Context: an optimization exercise on an open-source flow, tuned for small area, a short achievable clock period and few clock cycles. The choices shown serve that exercise and are no tape-out recipe.
Only simulation tests tie the RTL to the original design; equivalence was not proved.
Power is estimated from default activity; no workload was simulated.

$ cat design/flow/standard.sh
#!/bin/bash
# synth_recipe.tcl (not shown) runs the flow's synth.tcl, then flattens the netlist and writes it again
# the make line also repeats each setting of config.mk as NAME=value (left out here)
make -C /OpenROAD-flow-scripts/flow DESIGN_CONFIG=/design/flow/config.mk WORK_HOME=/design/flow/orfs CLKGATE_MAP_FILE= SYNTH_SCRIPT=/design/flow/synth_recipe.tcl "${@:-finish}"
$ cat design/flow/flow/margin.txt
6.95
$ cat design/flow/design.v
`timescale 1ns / 1ps
package rlm_pkg;
    localparam int RLM_MAX_FRAMES = 256;
    localparam int SAMPLE_W = 16;
    localparam int LEVEL_W  = 7;
    localparam int SUM_W = 39;
endpackage
`timescale 1ns / 1ps
module rlm_ctrl (
    input  logic        i_clk,
    input  logic        i_rst_n,
    input  logic        i_load,
    input  logic [38:0] i_as,
    input  logic [32:0] i_ac,
    input  logic [7:0]  i_nm1,
    input  logic        i_out_ready,
    output logic        o_busy,
    output logic        o_fin,
    output logic        o_valid,
    output logic [6:0]  o_level,
    output logic [6:0]  o_result
);
    logic [4:0]  r_cnt;     
    logic        r_busy;
    logic        r_mul;
    logic        r_dig;     
    logic        r_div;
    logic        r_sqrt;
    logic        r_fin;     
    logic        r_ov;      
    logic [39:0] r_r;
    logic [9:0]  r_c;
    logic        r_cf;      
    logic [32:0] r_rc;      
    logic        r_ca;      
    logic [1:0]  r_dg;      
    logic [6:0]  r_lvl;     
    wire [2:0] w_ds  = {1'b0, r_r[1:0]} + {1'b0, r_rc[1:0]} + {2'd0, r_ca};
    wire [1:0] w_dig = r_dg;
    wire [2:0] w_lo  = {1'b0, w_dig} + {1'b0, r_c[1:0]} + {2'd0, r_cf};
    wire [9:0] w_k   = (w_dig == 2'd0) ? 10'd0 : (w_dig == 2'd1) ? 10'd156 :
                       (w_dig == 2'd2) ? 10'd312 : 10'd468;
    wire [9:0] w_cn  = w_k + {2'd0, r_c[9:2]};
    wire [8:0]  w_a   = r_div ? {r_r[39:32], r_r[31]} : {1'b0, r_r[39:32]};
    wire [8:0]  w_b   = r_div ? {1'b0, i_nm1} : {2'b00, r_c[6:0]};
    wire        w_bin = r_div | (r_r[31:30] == 2'b00);
    wire [9:0]  w_d   = {1'b0, w_a} - {1'b0, w_b} - {9'd0, w_bin};
    wire        w_ge  = ~w_d[9];
    wire [7:0]  w_pdiv = w_ge ? w_d[7:0] : w_a[7:0];
    wire [7:0]  w_psq  = w_ge ? {w_d[5:0], r_r[31:30] - 2'd1} : {r_r[37:32], r_r[31:30]};
    wire w_last = (r_cnt == 5'd0);
    always_ff @(posedge i_clk) begin
        if (!i_rst_n) begin
            r_busy <= 1'b0;
            r_mul  <= 1'b0;
            r_div  <= 1'b0;
            r_sqrt <= 1'b0;
            r_fin  <= 1'b0;
            r_ov   <= 1'b0;
        end else if (i_load) begin
            r_busy <= 1'b1;
            r_mul  <= 1'b1;
            r_div  <= 1'b0;
            r_sqrt <= 1'b0;
            r_fin  <= 1'b0;
            r_ov   <= 1'b0;
        end else begin
            if (r_ov & i_out_ready) begin
                r_busy <= 1'b0;
                r_ov   <= 1'b0;
            end
            if (r_fin) begin
                r_ov <= 1'b1;
            end
            r_fin <= w_last & r_sqrt;
            if (r_fin) begin
                r_lvl <= r_c[6:0];
            end
            if (w_last) begin
                r_mul  <= 1'b0;
                r_div  <= r_mul;
                r_sqrt <= r_div;
            end
        end
    end
    always_ff @(posedge i_clk) begin
        if (i_load) begin
            r_cnt   <= 5'd24;
            r_dg    <= 2'd0;
            r_dig   <= 1'b1;
            r_r     <= {1'b0, i_as};
            r_rc    <= i_ac;
            r_ca    <= 1'b0;
            r_c     <= 10'd0;
            r_cf    <= 1'b0;
        end else begin
            r_cnt   <= w_last ? (r_mul ? 5'd13 : 5'd6) : r_cnt - 5'd1;
            if (r_cnt == 5'd5) begin
                r_dig <= 1'b0;
            end
            r_dg <= r_dig ? w_ds[1:0] : 2'd0;
            r_rc       <= {2'b00, r_rc[32:2]};
            r_ca       <= w_ds[2];
            r_cf       <= w_lo[2];
            r_r[17:0]  <= r_r[19:2];
            if (r_div) begin
                r_r[39:32] <= w_last ? 8'd0 : w_pdiv;
                r_r[31:18] <= {r_r[30:18], w_ge};
            end else if (r_sqrt) begin
                r_r[39:32] <= w_psq;
                r_r[31:18] <= {r_r[29:18], 2'b00};
            end else begin
                r_r[39:18] <= {w_lo[1:0], r_r[39:20]};
            end
            if (r_mul) begin
                r_c <= w_cn;
            end else if (r_sqrt) begin
                r_c[6:0] <= {r_c[5:0], w_ge};
            end
        end
    end
    assign o_busy  = r_busy;
    assign o_fin   = r_fin;
    assign o_valid = r_ov;
    assign o_level = r_lvl;
    assign o_result = r_c[6:0];
endmodule
`timescale 1ns / 1ps
module rlm_mag (
    input  logic [15:0] i_sample,
    output logic [14:0] o_mag
);
    logic [14:0] w_low;
    always_comb begin
        w_low[0] = 1'b0;
        for (int k = 1; k < 15; k++) begin
            w_low[k] = w_low[k-1] | i_sample[k-1];
        end
    end
    assign o_mag = i_sample[14:0] ^ ({15{i_sample[15]}} & w_low);
endmodule
`timescale 1ns / 1ps
module rms_level_meter_peak_hold #(
    parameter int MAX_FRAMES = rlm_pkg::RLM_MAX_FRAMES
) (
    input  logic                                i_clk,
    input  logic                                i_rst_n,
    input  logic                                i_in_valid,
    output logic                                o_in_ready,
    input  logic signed [rlm_pkg::SAMPLE_W-1:0] i_sample,
    input  logic                                i_last_sample,
    output logic                                o_out_valid,
    input  logic                                i_out_ready,
    output logic [rlm_pkg::LEVEL_W-1:0]         o_level,
    output logic [rlm_pkg::LEVEL_W-1:0]         o_peak_level
);
    logic          r_rdy;      
    logic [7:0]    r_cnt;      
    logic [7:0]    r_ncap;     
    logic [14:0]   r_z;        
    logic          r_s;        
    logic          r_v;        
    logic          r_cl;       
    logic          r_done;     
    logic          r_xfer;     
    logic          r_zero;     
    logic [30:0]   r_as;       
    logic [30:0]   r_ac;
    logic [1:0]    r_co;       
    logic [7:0]    r_hi;       
    logic [6:0]    r_pk;
    wire       w_busy;
    wire       w_fin;
    wire       w_ov;
    wire [6:0] w_level;
    wire [6:0] w_result;
    wire w_full    = ~r_cl & ((r_v & (r_cnt == 8'd254)) | (~r_v & (r_cnt == 8'd255)));
    wire w_take_in = i_in_valid & r_rdy & i_rst_n;
    wire w_close   = w_take_in & (i_last_sample | w_full);
    wire w_block   = r_cl | r_done | w_busy;
    wire w_unblock = r_xfer & ~r_cl;
    wire w_ncap_ld = (r_cl & r_rdy) | (w_unblock & ~r_rdy);
    wire w_busy_n  = r_xfer | (w_busy & ~(w_ov & i_out_ready));
    wire w_done_n  = r_cl | (r_done & ~r_xfer);
    always_ff @(posedge i_clk) begin
        if (!i_rst_n) begin
            r_rdy  <= 1'b1;
            r_cnt  <= 8'd0;
            r_v    <= 1'b0;
            r_cl   <= 1'b0;
            r_done <= 1'b0;
            r_xfer <= 1'b0;
            r_zero <= 1'b1;
        end else begin
            if (r_rdy) begin
                r_rdy <= ~(w_close & w_block);
            end else begin
                r_rdy <= w_unblock;
            end
            if (w_ncap_ld) begin
                r_cnt <= 8'd0;
            end else if (r_v & ~r_cl) begin
                r_cnt <= r_cnt + 8'd1;
            end
            r_v    <= w_take_in;
            r_cl   <= w_close;
            r_done <= w_done_n;
            r_xfer <= w_done_n & ~w_busy_n;
            r_zero <= w_done_n & ~w_busy_n;
        end
    end
    always_ff @(posedge i_clk) begin
        if (w_ncap_ld) begin
            r_ncap <= r_cnt;
        end
    end
    wire [14:0] w_mag;
    rlm_mag u_mag (
        .i_sample (i_sample),
        .o_mag    (w_mag)
    );
    always_ff @(posedge i_clk) begin
        r_z   <= w_take_in ? w_mag : 15'd0;
        r_s   <= w_take_in & i_sample[15];
    end
    wire [30:0] w_as;
    wire [30:0] w_ac;
    wire [1:0]  w_co;
    wire [14:0] w_cz   = r_z;
    wire        w_cz15 = r_s & ~(|r_z);
    wire [30:0] w_cas  = r_as & {31{~r_zero}};
    wire [30:0] w_cac  = r_ac & {31{~r_zero}};
    wire c0 = w_cz[1] & ~w_cz[0];
    wire c1 = w_cz[0] & w_cz[2];
    wire c2 = w_cz[0] & w_cz[1];
    wire c3 = w_cz[0] & w_cz[3];
    wire c4 = w_cz[2] & ~w_cz[1];
    wire c5 = w_cz[0] & w_cz[4];
    wire c6 = w_cz[1] & w_cz[3];
    wire c7 = w_cz[1] & w_cz[2];
    wire c8 = w_cz[0] & w_cz[5];
    wire c9 = w_cz[1] & w_cz[4];
    wire c10 = w_cz[3] & ~w_cz[2];
    wire c11 = w_cz[0] & w_cz[6];
    wire c12 = w_cz[1] & w_cz[5];
    wire c13 = w_cz[2] & w_cz[4];
    wire c14 = w_cz[2] & w_cz[3];
    wire c15 = w_cz[0] & w_cz[7];
    wire c16 = w_cz[1] & w_cz[6];
    wire c17 = w_cz[2] & w_cz[5];
    wire c18 = w_cz[4] & ~w_cz[3];
    wire c19 = w_cz[0] & w_cz[8];
    wire c20 = w_cz[1] & w_cz[7];
    wire c21 = w_cz[2] & w_cz[6];
    wire c22 = w_cz[3] & w_cz[5];
    wire c23 = w_cz[3] & w_cz[4];
    wire c24 = w_cz[0] & w_cz[9];
    wire c25 = w_cz[1] & w_cz[8];
    wire c26 = w_cz[2] & w_cz[7];
    wire c27 = w_cz[3] & w_cz[6];
    wire c28 = w_cz[5] & ~w_cz[4];
    wire c29 = w_cz[0] & w_cz[10];
    wire c30 = w_cz[1] & w_cz[9];
    wire c31 = w_cz[2] & w_cz[8];
    wire c32 = w_cz[3] & w_cz[7];
    wire c33 = w_cz[4] & w_cz[6];
    wire c34 = w_cz[4] & w_cz[5];
    wire c35 = w_cz[0] & w_cz[11];
    wire c36 = w_cz[1] & w_cz[10];
    wire c37 = w_cz[2] & w_cz[9];
    wire c38 = w_cz[3] & w_cz[8];
    wire c39 = w_cz[4] & w_cz[7];
    wire c40 = w_cz[6] & ~w_cz[5];
    wire c41 = w_cz[0] & w_cz[12];
    wire c42 = w_cz[1] & w_cz[11];
    wire c43 = w_cz[2] & w_cz[10];
    wire c44 = w_cz[3] & w_cz[9];
    wire c45 = w_cz[4] & w_cz[8];
    wire c46 = w_cz[5] & w_cz[7];
    wire c47 = w_cz[5] & w_cz[6];
    wire c48 = w_cz[0] & w_cz[13];
    wire c49 = w_cz[1] & w_cz[12];
    wire c50 = w_cz[2] & w_cz[11];
    wire c51 = w_cz[3] & w_cz[10];
    wire c52 = w_cz[4] & w_cz[9];
    wire c53 = w_cz[5] & w_cz[8];
    wire c54 = w_cz[7] & ~w_cz[6];
    wire c55 = w_cz[0] & w_cz[14];
    wire c56 = w_cz[1] & w_cz[13];
    wire c57 = w_cz[2] & w_cz[12];
    wire c58 = w_cz[3] & w_cz[11];
    wire c59 = w_cz[4] & w_cz[10];
    wire c60 = w_cz[5] & w_cz[9];
    wire c61 = w_cz[6] & (w_cz[7] ^ w_cz[8]);
    wire c62 = w_cz[1] & w_cz[14];
    wire c63 = w_cz[2] & w_cz[13];
    wire c64 = w_cz[3] & w_cz[12];
    wire c65 = w_cz[4] & w_cz[11];
    wire c66 = w_cz[5] & w_cz[10];
    wire c67 = w_cz[6] & w_cz[9];
    wire c68 = w_cz[8] & (~w_cz[7] | w_cz[6]);
    wire c69 = w_cz[2] & w_cz[14];
    wire c70 = w_cz[3] & w_cz[13];
    wire c71 = w_cz[4] & w_cz[12];
    wire c72 = w_cz[5] & w_cz[11];
    wire c73 = w_cz[6] & w_cz[10];
    wire c74 = w_cz[7] & w_cz[9];
    wire c75 = w_cz[7] & w_cz[8];
    wire c76 = w_cz[3] & w_cz[14];
    wire c77 = w_cz[4] & w_cz[13];
    wire c78 = w_cz[5] & w_cz[12];
    wire c79 = w_cz[6] & w_cz[11];
    wire c80 = w_cz[7] & w_cz[10];
    wire c81 = w_cz[9] & ~w_cz[8];
    wire c82 = w_cz[4] & w_cz[14];
    wire c83 = w_cz[5] & w_cz[13];
    wire c84 = w_cz[6] & w_cz[12];
    wire c85 = w_cz[7] & w_cz[11];
    wire c86 = w_cz[8] & w_cz[10];
    wire c87 = w_cz[8] & w_cz[9];
    wire c88 = w_cz[5] & w_cz[14];
    wire c89 = w_cz[6] & w_cz[13];
    wire c90 = w_cz[7] & w_cz[12];
    wire c91 = w_cz[8] & w_cz[11];
    wire c92 = w_cz[10] & ~w_cz[9];
    wire c93 = w_cz[6] & w_cz[14];
    wire c94 = w_cz[7] & w_cz[13];
    wire c95 = w_cz[8] & w_cz[12];
    wire c96 = w_cz[9] & w_cz[11];
    wire c97 = w_cz[9] & w_cz[10];
    wire c98 = w_cz[7] & w_cz[14];
    wire c99 = w_cz[8] & w_cz[13];
    wire c100 = w_cz[9] & w_cz[12];
    wire c101 = w_cz[11] & ~w_cz[10];
    wire c102 = w_cz[8] & w_cz[14];
    wire c103 = w_cz[9] & w_cz[13];
    wire c104 = w_cz[10] & w_cz[12];
    wire c105 = w_cz[10] & w_cz[11];
    wire c106 = w_cz[9] & w_cz[14];
    wire c107 = w_cz[10] & w_cz[13];
    wire c108 = w_cz[12] & ~w_cz[11];
    wire c109 = w_cz[10] & w_cz[14];
    wire c110 = w_cz[11] & w_cz[13];
    wire c111 = w_cz[11] & w_cz[12];
    wire c112 = w_cz[11] & w_cz[14];
    wire c113 = w_cz[13] & ~w_cz[12];
    wire c114 = w_cz[12] & w_cz[14];
    wire c115 = w_cz[12] & w_cz[13];
    wire c116 = w_cz[14] & ~w_cz[13];
    wire c117 = w_cz[13] & w_cz[14];
    wire c118 = c19 ^ c20;
    wire c119 = c19 & c20;
    wire c120 = c24 ^ c25 ^ c26;
    wire c121 = (c24 & c25) | (c24 & c26) | (c25 & c26);
    wire c122 = c29 ^ c30 ^ c31;
    wire c123 = (c29 & c30) | (c29 & c31) | (c30 & c31);
    wire c124 = c32 ^ c33;
    wire c125 = c32 & c33;
    wire c126 = c35 ^ c36 ^ c37;
    wire c127 = (c35 & c36) | (c35 & c37) | (c36 & c37);
    wire c128 = c38 ^ c39 ^ c40;
    wire c129 = (c38 & c39) | (c38 & c40) | (c39 & c40);
    wire c130 = c41 ^ c42 ^ c43;
    wire c131 = (c41 & c42) | (c41 & c43) | (c42 & c43);
    wire c132 = c44 ^ c45 ^ c46;
    wire c133 = (c44 & c45) | (c44 & c46) | (c45 & c46);
    wire c134 = c47 ^ w_cas[13];
    wire c135 = c47 & w_cas[13];
    wire c136 = c48 ^ c49 ^ c50;
    wire c137 = (c48 & c49) | (c48 & c50) | (c49 & c50);
    wire c138 = c51 ^ c52 ^ c53;
    wire c139 = (c51 & c52) | (c51 & c53) | (c52 & c53);
    wire c140 = c54 ^ w_cas[14] ^ w_cac[14];
    wire c141 = (c54 & w_cas[14]) | (c54 & w_cac[14]) | (w_cas[14] & w_cac[14]);
    wire c142 = c55 ^ c56 ^ c57;
    wire c143 = (c55 & c56) | (c55 & c57) | (c56 & c57);
    wire c144 = c58 ^ c59 ^ c60;
    wire c145 = (c58 & c59) | (c58 & c60) | (c59 & c60);
    wire c146 = c61 ^ w_cas[15] ^ w_cac[15];
    wire c147 = (c61 & w_cas[15]) | (c61 & w_cac[15]) | (w_cas[15] & w_cac[15]);
    wire c148 = c62 ^ c63 ^ c64;
    wire c149 = (c62 & c63) | (c62 & c64) | (c63 & c64);
    wire c150 = c65 ^ c66 ^ c67;
    wire c151 = (c65 & c66) | (c65 & c67) | (c66 & c67);
    wire c152 = c68 ^ w_cas[16] ^ w_cac[16];
    wire c153 = (c68 & w_cas[16]) | (c68 & w_cac[16]) | (w_cas[16] & w_cac[16]);
    wire c154 = c69 ^ c70 ^ c71;
    wire c155 = (c69 & c70) | (c69 & c71) | (c70 & c71);
    wire c156 = c72 ^ c73 ^ c74;
    wire c157 = (c72 & c73) | (c72 & c74) | (c73 & c74);
    wire c158 = c75 ^ w_cas[17] ^ w_cac[17];
    wire c159 = (c75 & w_cas[17]) | (c75 & w_cac[17]) | (w_cas[17] & w_cac[17]);
    wire c160 = c76 ^ c77 ^ c78;
    wire c161 = (c76 & c77) | (c76 & c78) | (c77 & c78);
    wire c162 = c79 ^ c80 ^ c81;
    wire c163 = (c79 & c80) | (c79 & c81) | (c80 & c81);
    wire c164 = w_cas[18] ^ w_cac[18];
    wire c165 = w_cas[18] & w_cac[18];
    wire c166 = c82 ^ c83 ^ c84;
    wire c167 = (c82 & c83) | (c82 & c84) | (c83 & c84);
    wire c168 = c85 ^ c86 ^ c87;
    wire c169 = (c85 & c86) | (c85 & c87) | (c86 & c87);
    wire c170 = w_cas[19] ^ w_cac[19];
    wire c171 = w_cas[19] & w_cac[19];
    wire c172 = c88 ^ c89 ^ c90;
    wire c173 = (c88 & c89) | (c88 & c90) | (c89 & c90);
    wire c174 = c91 ^ c92 ^ w_cas[20];
    wire c175 = (c91 & c92) | (c91 & w_cas[20]) | (c92 & w_cas[20]);
    wire c176 = c93 ^ c94 ^ c95;
    wire c177 = (c93 & c94) | (c93 & c95) | (c94 & c95);
    wire c178 = c96 ^ c97;
    wire c179 = c96 & c97;
    wire c180 = c98 ^ c99 ^ c100;
    wire c181 = (c98 & c99) | (c98 & c100) | (c99 & c100);
    wire c182 = c102 ^ c103;
    wire c183 = c102 & c103;
    wire c184 = c5 ^ c6;
    wire c185 = c5 & c6;
    wire c186 = c8 ^ c9 ^ c10;
    wire c187 = (c8 & c9) | (c8 & c10) | (c9 & c10);
    wire c188 = c11 ^ c12 ^ c13;
    wire c189 = (c11 & c12) | (c11 & c13) | (c12 & c13);
    wire c190 = c14 ^ w_cas[7];
    wire c191 = c14 & w_cas[7];
    wire c192 = c15 ^ c16 ^ c17;
    wire c193 = (c15 & c16) | (c15 & c17) | (c16 & c17);
    wire c194 = c18 ^ w_cas[8] ^ w_cac[8];
    wire c195 = (c18 & w_cas[8]) | (c18 & w_cac[8]) | (w_cas[8] & w_cac[8]);
    wire c196 = c118 ^ c21 ^ c22;
    wire c197 = (c118 & c21) | (c118 & c22) | (c21 & c22);
    wire c198 = c23 ^ w_cas[9] ^ w_cac[9];
    wire c199 = (c23 & w_cas[9]) | (c23 & w_cac[9]) | (w_cas[9] & w_cac[9]);
    wire c200 = c119 ^ c120 ^ c27;
    wire c201 = (c119 & c120) | (c119 & c27) | (c120 & c27);
    wire c202 = c28 ^ w_cas[10] ^ w_cac[10];
    wire c203 = (c28 & w_cas[10]) | (c28 & w_cac[10]) | (w_cas[10] & w_cac[10]);
    wire c204 = c121 ^ c122 ^ c124;
    wire c205 = (c121 & c122) | (c121 & c124) | (c122 & c124);
    wire c206 = c34 ^ w_cas[11] ^ w_cac[11];
    wire c207 = (c34 & w_cas[11]) | (c34 & w_cac[11]) | (w_cas[11] & w_cac[11]);
    wire c208 = c123 ^ c125 ^ c126;
    wire c209 = (c123 & c125) | (c123 & c126) | (c125 & c126);
    wire c210 = c128 ^ w_cas[12] ^ w_cac[12];
    wire c211 = (c128 & w_cas[12]) | (c128 & w_cac[12]) | (w_cas[12] & w_cac[12]);
    wire c212 = c127 ^ c129 ^ c130;
    wire c213 = (c127 & c129) | (c127 & c130) | (c129 & c130);
    wire c214 = c132 ^ c134 ^ w_cac[13];
    wire c215 = (c132 & c134) | (c132 & w_cac[13]) | (c134 & w_cac[13]);
    wire c216 = c131 ^ c133 ^ c135;
    wire c217 = (c131 & c133) | (c131 & c135) | (c133 & c135);
    wire c218 = c136 ^ c138 ^ c140;
    wire c219 = (c136 & c138) | (c136 & c140) | (c138 & c140);
    wire c220 = c137 ^ c139 ^ c141;
    wire c221 = (c137 & c139) | (c137 & c141) | (c139 & c141);
    wire c222 = c142 ^ c144 ^ c146;
    wire c223 = (c142 & c144) | (c142 & c146) | (c144 & c146);
    wire c224 = c143 ^ c145 ^ c147;
    wire c225 = (c143 & c145) | (c143 & c147) | (c145 & c147);
    wire c226 = c148 ^ c150 ^ c152;
    wire c227 = (c148 & c150) | (c148 & c152) | (c150 & c152);
    wire c228 = c149 ^ c151 ^ c153;
    wire c229 = (c149 & c151) | (c149 & c153) | (c151 & c153);
    wire c230 = c154 ^ c156 ^ c158;
    wire c231 = (c154 & c156) | (c154 & c158) | (c156 & c158);
    wire c232 = c155 ^ c157 ^ c159;
    wire c233 = (c155 & c157) | (c155 & c159) | (c157 & c159);
    wire c234 = c160 ^ c162 ^ c164;
    wire c235 = (c160 & c162) | (c160 & c164) | (c162 & c164);
    wire c236 = c161 ^ c163 ^ c165;
    wire c237 = (c161 & c163) | (c161 & c165) | (c163 & c165);
    wire c238 = c166 ^ c168 ^ c170;
    wire c239 = (c166 & c168) | (c166 & c170) | (c168 & c170);
    wire c240 = c167 ^ c169 ^ c171;
    wire c241 = (c167 & c169) | (c167 & c171) | (c169 & c171);
    wire c242 = c172 ^ c174 ^ w_cac[20];
    wire c243 = (c172 & c174) | (c172 & w_cac[20]) | (c174 & w_cac[20]);
    wire c244 = c173 ^ c175 ^ c176;
    wire c245 = (c173 & c175) | (c173 & c176) | (c175 & c176);
    wire c246 = c178 ^ w_cas[21] ^ w_cac[21];
    wire c247 = (c178 & w_cas[21]) | (c178 & w_cac[21]) | (w_cas[21] & w_cac[21]);
    wire c248 = c177 ^ c179 ^ c180;
    wire c249 = (c177 & c179) | (c177 & c180) | (c179 & c180);
    wire c250 = c101 ^ w_cas[22] ^ w_cac[22];
    wire c251 = (c101 & w_cas[22]) | (c101 & w_cac[22]) | (w_cas[22] & w_cac[22]);
    wire c252 = c181 ^ c182 ^ c104;
    wire c253 = (c181 & c182) | (c181 & c104) | (c182 & c104);
    wire c254 = c105 ^ w_cas[23] ^ w_cac[23];
    wire c255 = (c105 & w_cas[23]) | (c105 & w_cac[23]) | (w_cas[23] & w_cac[23]);
    wire c256 = c183 ^ c106 ^ c107;
    wire c257 = (c183 & c106) | (c183 & c107) | (c106 & c107);
    wire c258 = c108 ^ w_cas[24] ^ w_cac[24];
    wire c259 = (c108 & w_cas[24]) | (c108 & w_cac[24]) | (w_cas[24] & w_cac[24]);
    wire c260 = c109 ^ c110 ^ c111;
    wire c261 = (c109 & c110) | (c109 & c111) | (c110 & c111);
    wire c262 = w_cas[25] ^ w_cac[25];
    wire c263 = w_cas[25] & w_cac[25];
    wire c264 = c112 ^ c113 ^ w_cas[26];
    wire c265 = (c112 & c113) | (c112 & w_cas[26]) | (c113 & w_cas[26]);
    wire c266 = c114 ^ c115;
    wire c267 = c114 & c115;
    wire c268 = c1 ^ c2;
    wire c269 = c1 & c2;
    wire c270 = c3 ^ c4 ^ w_cas[4];
    wire c271 = (c3 & c4) | (c3 & w_cas[4]) | (c4 & w_cas[4]);
    wire c272 = c184 ^ c7 ^ w_cas[5];
    wire c273 = (c184 & c7) | (c184 & w_cas[5]) | (c7 & w_cas[5]);
    wire c274 = c185 ^ c186 ^ w_cas[6];
    wire c275 = (c185 & c186) | (c185 & w_cas[6]) | (c186 & w_cas[6]);
    wire c276 = c187 ^ c188 ^ c190;
    wire c277 = (c187 & c188) | (c187 & c190) | (c188 & c190);
    wire c278 = c189 ^ c191 ^ c192;
    wire c279 = (c189 & c191) | (c189 & c192) | (c191 & c192);
    wire c280 = c193 ^ c195 ^ c196;
    wire c281 = (c193 & c195) | (c193 & c196) | (c195 & c196);
    wire c282 = c197 ^ c199 ^ c200;
    wire c283 = (c197 & c199) | (c197 & c200) | (c199 & c200);
    wire c284 = c201 ^ c203 ^ c204;
    wire c285 = (c201 & c203) | (c201 & c204) | (c203 & c204);
    wire c286 = c205 ^ c207 ^ c208;
    wire c287 = (c205 & c207) | (c205 & c208) | (c207 & c208);
    wire c288 = c209 ^ c211 ^ c212;
    wire c289 = (c209 & c211) | (c209 & c212) | (c211 & c212);
    wire c290 = c213 ^ c215 ^ c216;
    wire c291 = (c213 & c215) | (c213 & c216) | (c215 & c216);
    wire c292 = c217 ^ c219 ^ c220;
    wire c293 = (c217 & c219) | (c217 & c220) | (c219 & c220);
    wire c294 = c221 ^ c223 ^ c224;
    wire c295 = (c221 & c223) | (c221 & c224) | (c223 & c224);
    wire c296 = c225 ^ c227 ^ c228;
    wire c297 = (c225 & c227) | (c225 & c228) | (c227 & c228);
    wire c298 = c229 ^ c231 ^ c232;
    wire c299 = (c229 & c231) | (c229 & c232) | (c231 & c232);
    wire c300 = c233 ^ c235 ^ c236;
    wire c301 = (c233 & c235) | (c233 & c236) | (c235 & c236);
    wire c302 = c237 ^ c239 ^ c240;
    wire c303 = (c237 & c239) | (c237 & c240) | (c239 & c240);
    wire c304 = c241 ^ c243 ^ c244;
    wire c305 = (c241 & c243) | (c241 & c244) | (c243 & c244);
    wire c306 = c245 ^ c247 ^ c248;
    wire c307 = (c245 & c247) | (c245 & c248) | (c247 & c248);
    wire c308 = c249 ^ c251 ^ c252;
    wire c309 = (c249 & c251) | (c249 & c252) | (c251 & c252);
    wire c310 = c253 ^ c255 ^ c256;
    wire c311 = (c253 & c255) | (c253 & c256) | (c255 & c256);
    wire c312 = c257 ^ c259 ^ c260;
    wire c313 = (c257 & c259) | (c257 & c260) | (c259 & c260);
    wire c314 = c261 ^ c263 ^ c264;
    wire c315 = (c261 & c263) | (c261 & c264) | (c263 & c264);
    wire c316 = c265 ^ c266 ^ w_cas[27];
    wire c317 = (c265 & c266) | (c265 & w_cas[27]) | (c266 & w_cas[27]);
    wire c318 = c267 ^ c116 ^ w_cas[28];
    wire c319 = (c267 & c116) | (c267 & w_cas[28]) | (c116 & w_cas[28]);
    wire c320 = c117 ^ w_cas[29];
    wire c321 = c117 & w_cas[29];
    wire c322 = w_cas[30] ^ w_cac[30];
    wire c323 = w_cas[30] & w_cac[30];
    wire c324 = w_cz[0] ^ w_cas[0];
    wire c325 = w_cz[0] & w_cas[0];
    wire c326 = w_cas[1] ^ w_cac[1];
    wire c327 = w_cas[1] & w_cac[1];
    wire c328 = c0 ^ w_cas[2] ^ w_cac[2];
    wire c329 = (c0 & w_cas[2]) | (c0 & w_cac[2]) | (w_cas[2] & w_cac[2]);
    wire c330 = c268 ^ w_cas[3] ^ w_cac[3];
    wire c331 = (c268 & w_cas[3]) | (c268 & w_cac[3]) | (w_cas[3] & w_cac[3]);
    wire c332 = c269 ^ c270 ^ w_cac[4];
    wire c333 = (c269 & c270) | (c269 & w_cac[4]) | (c270 & w_cac[4]);
    wire c334 = c271 ^ c272 ^ w_cac[5];
    wire c335 = (c271 & c272) | (c271 & w_cac[5]) | (c272 & w_cac[5]);
    wire c336 = c273 ^ c274 ^ w_cac[6];
    wire c337 = (c273 & c274) | (c273 & w_cac[6]) | (c274 & w_cac[6]);
    wire c338 = c275 ^ c276 ^ w_cac[7];
    wire c339 = (c275 & c276) | (c275 & w_cac[7]) | (c276 & w_cac[7]);
    wire c340 = c277 ^ c278 ^ c194;
    wire c341 = (c277 & c278) | (c277 & c194) | (c278 & c194);
    wire c342 = c279 ^ c280 ^ c198;
    wire c343 = (c279 & c280) | (c279 & c198) | (c280 & c198);
    wire c344 = c281 ^ c282 ^ c202;
    wire c345 = (c281 & c282) | (c281 & c202) | (c282 & c202);
    wire c346 = c283 ^ c284 ^ c206;
    wire c347 = (c283 & c284) | (c283 & c206) | (c284 & c206);
    wire c348 = c285 ^ c286 ^ c210;
    wire c349 = (c285 & c286) | (c285 & c210) | (c286 & c210);
    wire c350 = c287 ^ c288 ^ c214;
    wire c351 = (c287 & c288) | (c287 & c214) | (c288 & c214);
    wire c352 = c289 ^ c290 ^ c218;
    wire c353 = (c289 & c290) | (c289 & c218) | (c290 & c218);
    wire c354 = c291 ^ c292 ^ c222;
    wire c355 = (c291 & c292) | (c291 & c222) | (c292 & c222);
    wire c356 = c293 ^ c294 ^ c226;
    wire c357 = (c293 & c294) | (c293 & c226) | (c294 & c226);
    wire c358 = c295 ^ c296 ^ c230;
    wire c359 = (c295 & c296) | (c295 & c230) | (c296 & c230);
    wire c360 = c297 ^ c298 ^ c234;
    wire c361 = (c297 & c298) | (c297 & c234) | (c298 & c234);
    wire c362 = c299 ^ c300 ^ c238;
    wire c363 = (c299 & c300) | (c299 & c238) | (c300 & c238);
    wire c364 = c301 ^ c302 ^ c242;
    wire c365 = (c301 & c302) | (c301 & c242) | (c302 & c242);
    wire c366 = c303 ^ c304 ^ c246;
    wire c367 = (c303 & c304) | (c303 & c246) | (c304 & c246);
    wire c368 = c305 ^ c306 ^ c250;
    wire c369 = (c305 & c306) | (c305 & c250) | (c306 & c250);
    wire c370 = c307 ^ c308 ^ c254;
    wire c371 = (c307 & c308) | (c307 & c254) | (c308 & c254);
    wire c372 = c309 ^ c310 ^ c258;
    wire c373 = (c309 & c310) | (c309 & c258) | (c310 & c258);
    wire c374 = c311 ^ c312 ^ c262;
    wire c375 = (c311 & c312) | (c311 & c262) | (c312 & c262);
    wire c376 = c313 ^ c314 ^ w_cac[26];
    wire c377 = (c313 & c314) | (c313 & w_cac[26]) | (c314 & w_cac[26]);
    wire c378 = c315 ^ c316 ^ w_cac[27];
    wire c379 = (c315 & c316) | (c315 & w_cac[27]) | (c316 & w_cac[27]);
    wire c380 = c317 ^ c318 ^ w_cac[28];
    wire c381 = (c317 & c318) | (c317 & w_cac[28]) | (c318 & w_cac[28]);
    wire c382 = c319 ^ c320 ^ w_cac[29];
    wire c383 = (c319 & c320) | (c319 & w_cac[29]) | (c320 & w_cac[29]);
    wire c384 = c321 ^ c322 ^ w_cz15;
    wire c385 = (c321 & c322) | (c321 & w_cz15) | (c322 & w_cz15);
    assign w_as[0] = c324;
    assign w_ac[0] = w_cac[0];
    assign w_as[1] = c325;
    assign w_ac[1] = c326;
    assign w_as[2] = c327;
    assign w_ac[2] = c328;
    assign w_as[3] = c329;
    assign w_ac[3] = c330;
    assign w_as[4] = c331;
    assign w_ac[4] = c332;
    assign w_as[5] = c333;
    assign w_ac[5] = c334;
    assign w_as[6] = c335;
    assign w_ac[6] = c336;
    assign w_as[7] = c337;
    assign w_ac[7] = c338;
    assign w_as[8] = c339;
    assign w_ac[8] = c340;
    assign w_as[9] = c341;
    assign w_ac[9] = c342;
    assign w_as[10] = c343;
    assign w_ac[10] = c344;
    assign w_as[11] = c345;
    assign w_ac[11] = c346;
    assign w_as[12] = c347;
    assign w_ac[12] = c348;
    assign w_as[13] = c349;
    assign w_ac[13] = c350;
    assign w_as[14] = c351;
    assign w_ac[14] = c352;
    assign w_as[15] = c353;
    assign w_ac[15] = c354;
    assign w_as[16] = c355;
    assign w_ac[16] = c356;
    assign w_as[17] = c357;
    assign w_ac[17] = c358;
    assign w_as[18] = c359;
    assign w_ac[18] = c360;
    assign w_as[19] = c361;
    assign w_ac[19] = c362;
    assign w_as[20] = c363;
    assign w_ac[20] = c364;
    assign w_as[21] = c365;
    assign w_ac[21] = c366;
    assign w_as[22] = c367;
    assign w_ac[22] = c368;
    assign w_as[23] = c369;
    assign w_ac[23] = c370;
    assign w_as[24] = c371;
    assign w_ac[24] = c372;
    assign w_as[25] = c373;
    assign w_ac[25] = c374;
    assign w_as[26] = c375;
    assign w_ac[26] = c376;
    assign w_as[27] = c377;
    assign w_ac[27] = c378;
    assign w_as[28] = c379;
    assign w_ac[28] = c380;
    assign w_as[29] = c381;
    assign w_ac[29] = c382;
    assign w_as[30] = c383;
    assign w_ac[30] = c384;
    assign w_co[0] = c323;
    assign w_co[1] = c385;
    always_ff @(posedge i_clk) begin
        r_as  <= w_as;
        r_ac  <= w_ac;
        r_co  <= w_co;
        r_hi  <= r_zero ? 8'd0 : r_hi + {7'd0, r_co[0]} + {7'd0, r_co[1]};
    end
    rlm_ctrl u_lvl (
        .i_clk   (i_clk),
        .i_rst_n (i_rst_n),
        .i_load  (r_xfer),
        .i_as    ({r_hi, r_as}),
        .i_ac    ({r_co[0] & r_co[1], r_co[0] ^ r_co[1], r_ac}),
        .i_nm1   (r_ncap),
        .i_out_ready (i_out_ready),
        .o_busy  (w_busy),
        .o_fin   (w_fin),
        .o_valid (w_ov),
        .o_level (w_level),
        .o_result (w_result)
    );
    always_ff @(posedge i_clk) begin
        if (!i_rst_n) begin
            r_pk <= 7'd0;
        end else if (w_fin && (w_result > r_pk)) begin
            r_pk <= w_result;
        end
    end
    assign o_in_ready   = r_rdy;
    assign o_out_valid  = w_ov;
    assign o_level      = w_level;
    assign o_peak_level = r_pk;
endmodule
$ cat design/flow/config.mk
export PLATFORM = sky130hd
export DESIGN_NAME = rms_level_meter_peak_hold
export DESIGN_NICKNAME = rms_level_meter_peak_hold
export VERILOG_FILES = /design/flow/design.v
export SDC_FILE = /design/flow/constraint.sdc
export NUM_CORES = 4
export LEC_CHECK = 0
export ABC_CLOCK_PERIOD_IN_PS = 3000
export CAP_MARGIN = 20
export CORE_MARGIN = 2
export CORE_UTILIZATION = 40
export CTS_BUF_LIST = sky130_fd_sc_hd__clkbuf_16
export CTS_CLUSTER_DIAMETER = 90
export CTS_CLUSTER_SIZE = 36
export SLEW_MARGIN = 20
export SYNTH_HIERARCHICAL = 1
$ cat design/flow/constraint.sdc
create_clock -name core_clock -period 10.0 [get_ports {i_clk}]
set_input_delay 2.0000 -clock core_clock [delete_from_list [all_inputs] [get_ports {i_clk}]]
set_output_delay 2.0000 -clock core_clock [all_outputs]
set_load 0.01 [all_outputs]
$ cat design/flow/flow/run.sh
#!/bin/bash
# The standard layout, with repair_timing aiming well past the 10 ns clock so that the
# resizer sizes gates and buffers for the period this design can reach, and a plain buffer
# (not a delay cell) on each port. Constraints unchanged.
set -euo pipefail
MARGIN=$(cat flow/margin.txt)
bash standard.sh SETUP_SLACK_MARGIN=$MARGIN "BUFFER_PORTS_ARGS=-buffer_cell sky130_fd_sc_hd__buf_2" finish > standard_flow.log 2>&1
==> summary.txt <==
final timing paths:
kind,to,slack (ns)
setup reg to reg,u_lvl.r_r[36],7.01
hold reg to reg,u_lvl.r_rc[2],0.46
setup / recovery,o_level[2],6.98
hold / removal,u_lvl.r_rc[2],0.46
power by group:
part / total, W / internal (W) / switching, W / leakage (nW)
Sequential: 0.00116 / 0.00104 / 0.000127 / 1.85
Combinational: 0.000951 / 0.000424 / 0.000527 / 3.77
Clock: 0.000603 / 0.000264 / 0.000340 / 0.217
Total: 0.00272 / 0.00172 / 0.000994 / 5.84
per-module statistics from Yosys (local to each module, per instance):
module,flip-flops and latches,cell area [um2]
rlm_ctrl,106,5160
rlm_mag,0,322
rms_level_meter_peak_hold,117,7470
synth_stat cells (all sizes together), types with 10 or more instances:
master / number / share of area (%)
a21oi: 39 / 1.5
nand2b: 47 / 2.3
edfxtp: 15 / 3.5
mux2i: 30 / 2.3
nor2b: 45 / 2.2
nand2: 116 / 3.4
fa: 126 / 19
mux2: 55 / 4.8
buf: 26 / 1.1
a211oi: 10 / 0.62
dfxtp: 208 / 32
nor3: 11 / 0.43
ha: 54 / 5.2
o21ai: 39 / 1.6
clkbuf: 39 / 1.1
inv: 174 / 5.0
nand3: 12 / 0.46
and2: 68 / 3.3
nor2: 62 / 1.8
xnor2: 21 / 1.4
xor2: 15 / 1.0
layout make-up:
cell class / count / area share [%]
Clock buffer: 13 / 2.31
Tap cell: 402 / 3.58
Clock inverter: 9 / 0.819
Timing Repair Buffer: 50 / 2.49
Multi-Input combinational cell: 833 / 52.9
Sequential cell: 223 / 33.2
Inverter: 174 / 4.65
metrics by stage:
stage / worst slack [ns] / utilization (%) / power (W)
6_report: 6.98 / 44.3 / 0.00272
5_1_grt: 6.92 / 44.3 / 0.00291
4_1_cts: 6.95 / 43.7 / 0.00268
3_5_place_dp: 6.11 / 42.2 / 0.00206
3_3_place_gp: 6.15 / 42.2 / 0.00204
2_1_floorplan: 6.72 / - / 0.00186
cell families after synthesis:
group	count (synthesis)	share of synthesized area (%)
multiplexers	85	7.13
adder cells (fa/ha/maj)	180	24.7
AO/OA/AOI/OAI	142	7.43
buffers and inverters	239	7.33
flip-flops	223	35.6
XOR/XNOR	36	2.43
AND/OR/NAND/NOR	389	15.4
flip-flops by register name (all words and copies together), names as in the netlist, 8 cells and up:
name        count
r_hi            8
u_lvl.r_r      40
r_ac           31
r_as           31
r_cnt           8
r_z            15
r_ncap          8
u_lvl.r_rc     33
u_lvl.r_c      10
cell usage in the layout, fill, tap and decap left out, drive strengths merged, types with 3 or more instances in the layout:
cell type,n
nand3,12
o211ai,7
and3,6
buf,49
edfxtp,15
xnor2,21
nor2,62
o21ai,39
and2,68
fa,126
inv,179
o21a,3
o31ai,5
dfxtp,208
clkbuf,14
xor2,15
a211oi,10
o31a,3
o41ai,6
nand2b,47
nor4,3
a21oi,39
nor2b,45
a22oi,3
mux2,55
nand4,3
or3,4
a21boi,5
nand2,116
ha,54
mux2i,30
clkinv,4
a32oi,7
nor3,11
metal layers:
metal  part of all wire [%]  vias to the layer above  wire length (um)  track usage (%)
met2                     48                      110             11800             25.8
li1                       -                     4124                 -                -
met4                    1.6                        0               386             3.14
met1                     48                     4141             12000             20.9
met3                    2.7                       22               673             1.68
met5                      0                        -                 0                0
what timing repair did:
item,in CTS,in global routing
endpoints found under the setup margin,39,37
pin swaps,0,4
gates resized for setup,20,25
cloned,0,2
setup buffers,2,8
==> impl_metrics.tcl <==
set metrics [dict create \
    status "finished clean" \
    core_um2 31700 \
    clockBufferDepth 3 \
    critical_path.cell_chain "buf_2" \
    crit_required_ns 8.00 \
    post_drt_wl_per_cell_um 14.6 \
    start_util_pct 40.8 \
    synthCells 1294 \
    power_leakage_nw 5.84 \
    htreeDepth 1 \
    track_usage_pct 15.2 \
    cp_max_fo 1 \
    worst-path-stages 1 \
    num_io_pins 37 \
    gp_congestion 0.828 \
    whs_path_depth 1 \
    stdcell_count 1704 \
    path_clk_slew_ns 0.12 \
    path_buf_inv 1 \
    powerDensity_nw_per_um2 193 \
    crit_type "reg2out" \
    vdd_drop_max_mv 0.112 \
    wl_um 24900 \
    rows 65 \
    grt_max_degree 74 \
    maxSlewHeadroom_pct 43.8 \
    die_h_um 184 \
    finalCriticalPeriod_ns 3.02 \
    reg2reg_from "u_lvl.r_div" \
    ys.flop_type "dfxtp_1" \
    num_antenna_cells 0 \
    hold_ws_ns 0.460 \
    fin_nets 1496 \
    ff2ff_path_depth 11 \
    max_cap_violations 0 \
    hold_path_class "reg2reg" \
    synth-seq-cells 223 \
    syn_avg_cell_area_um2 10.0 \
    setup_viol 0 \
    placed_cell_area_um2 13400 \
    cp-end-kind "output pin" \
    antenna_found_initial 1 \
    numPortBuffers 36 \
    worst_pin_slew_ns 0.843 \
    yosysUniqueCellTypes 69 \
    cts_made_buffers 13 \
    syn_area_um2 13000 \
    worstPathArrival_ns 1.02 \
    ys.warnings.count 9 \
    via_per_inst 4.93 \
    synth_edf_count 15 \
    cp-startpoint "u_lvl.r_lvl[2]" \
    seq_area_um2 4670 \
    fmax_ghz 0.331 \
    hp-start "u_lvl.r_rc[4]" \
    critPathLaunchType "register" \
    root_buffer "clkbuf_16" \
    async_reset_ff_share_pct 0 \
    die_area_um2 33800 \
    rsz0062_at_grt "true" \
    period_share_pct 30.2 \
    grt_pass1_wl_um 42300 \
    ant_nets 0 \
    skew_ns 0.0216 \
    cts_sinks 223 \
    syn2layout_area_growth_pct 8.52 \
    finalSetupTns_ns 0 \
    dp_hpwl_um 17500 \
    synth_fp_nets 1495 \
    worstSkewPairLatency_ns 0.50 \
    cts_tree "yes" \
    drive_above_1_share_pct 13.4 \
    drc 0 \
    dr.first_iter.drc_count 339 \
    holdBufCountCts 0 \
    multi_input_area_um2 7440 \
    nFillCells 3056 \
    vias 8397 \
    fin_area_um2 14100 \
    grt_pass1_vias 8577 \
    die_w_um 184 \
    hold_viol 0 \
    worst_path_max_delay_cell "edfxtp_1" \
    drt_pre_antenna_iters 4 \
    dp.cells 1670 \
    cpPeakStageDelay_ns 0.39 \
    grt_overflow 0 \
    crit_family "flip-flops" \
    report.final.slew_viol_count 0 \
    seq_area_frac_synth_pct 35.6 \
]
Testbench counts, summed over its fixed seeds: cycles 32,158.

==> port drivers added, routing unchanged <==
No port has a modelled driver above. Below, the same layout with a new extraction and two added sets of constraints.
Step 1: set_driving_cell puts a clkbuf_16 on i_clk and a buf_2 on each other input, an assumption about the parent block.
Step 2 adds t to the input delays and takes it off the output delays; t is the mean of the earliest and latest rising clock arrival at the registers after step 1. Input paths then give back, and output paths get back, about the clock's delay inside the block.
Slacks: no drivers / after step 1 / after step 2; pairs: no drivers / after step 1.
t, ns: 0.534
setup WS [ns]: 6.976 / 6.929 / 6.496
worst hold slack (ns): 0.460 / 0.460 / 0.460
cell pins on the clock port's net: 1
After both steps setup and hold are still met in this run. For this run, drivers alone change the setup slack by -0.047 ns; drivers and shift together by -0.480 ns.
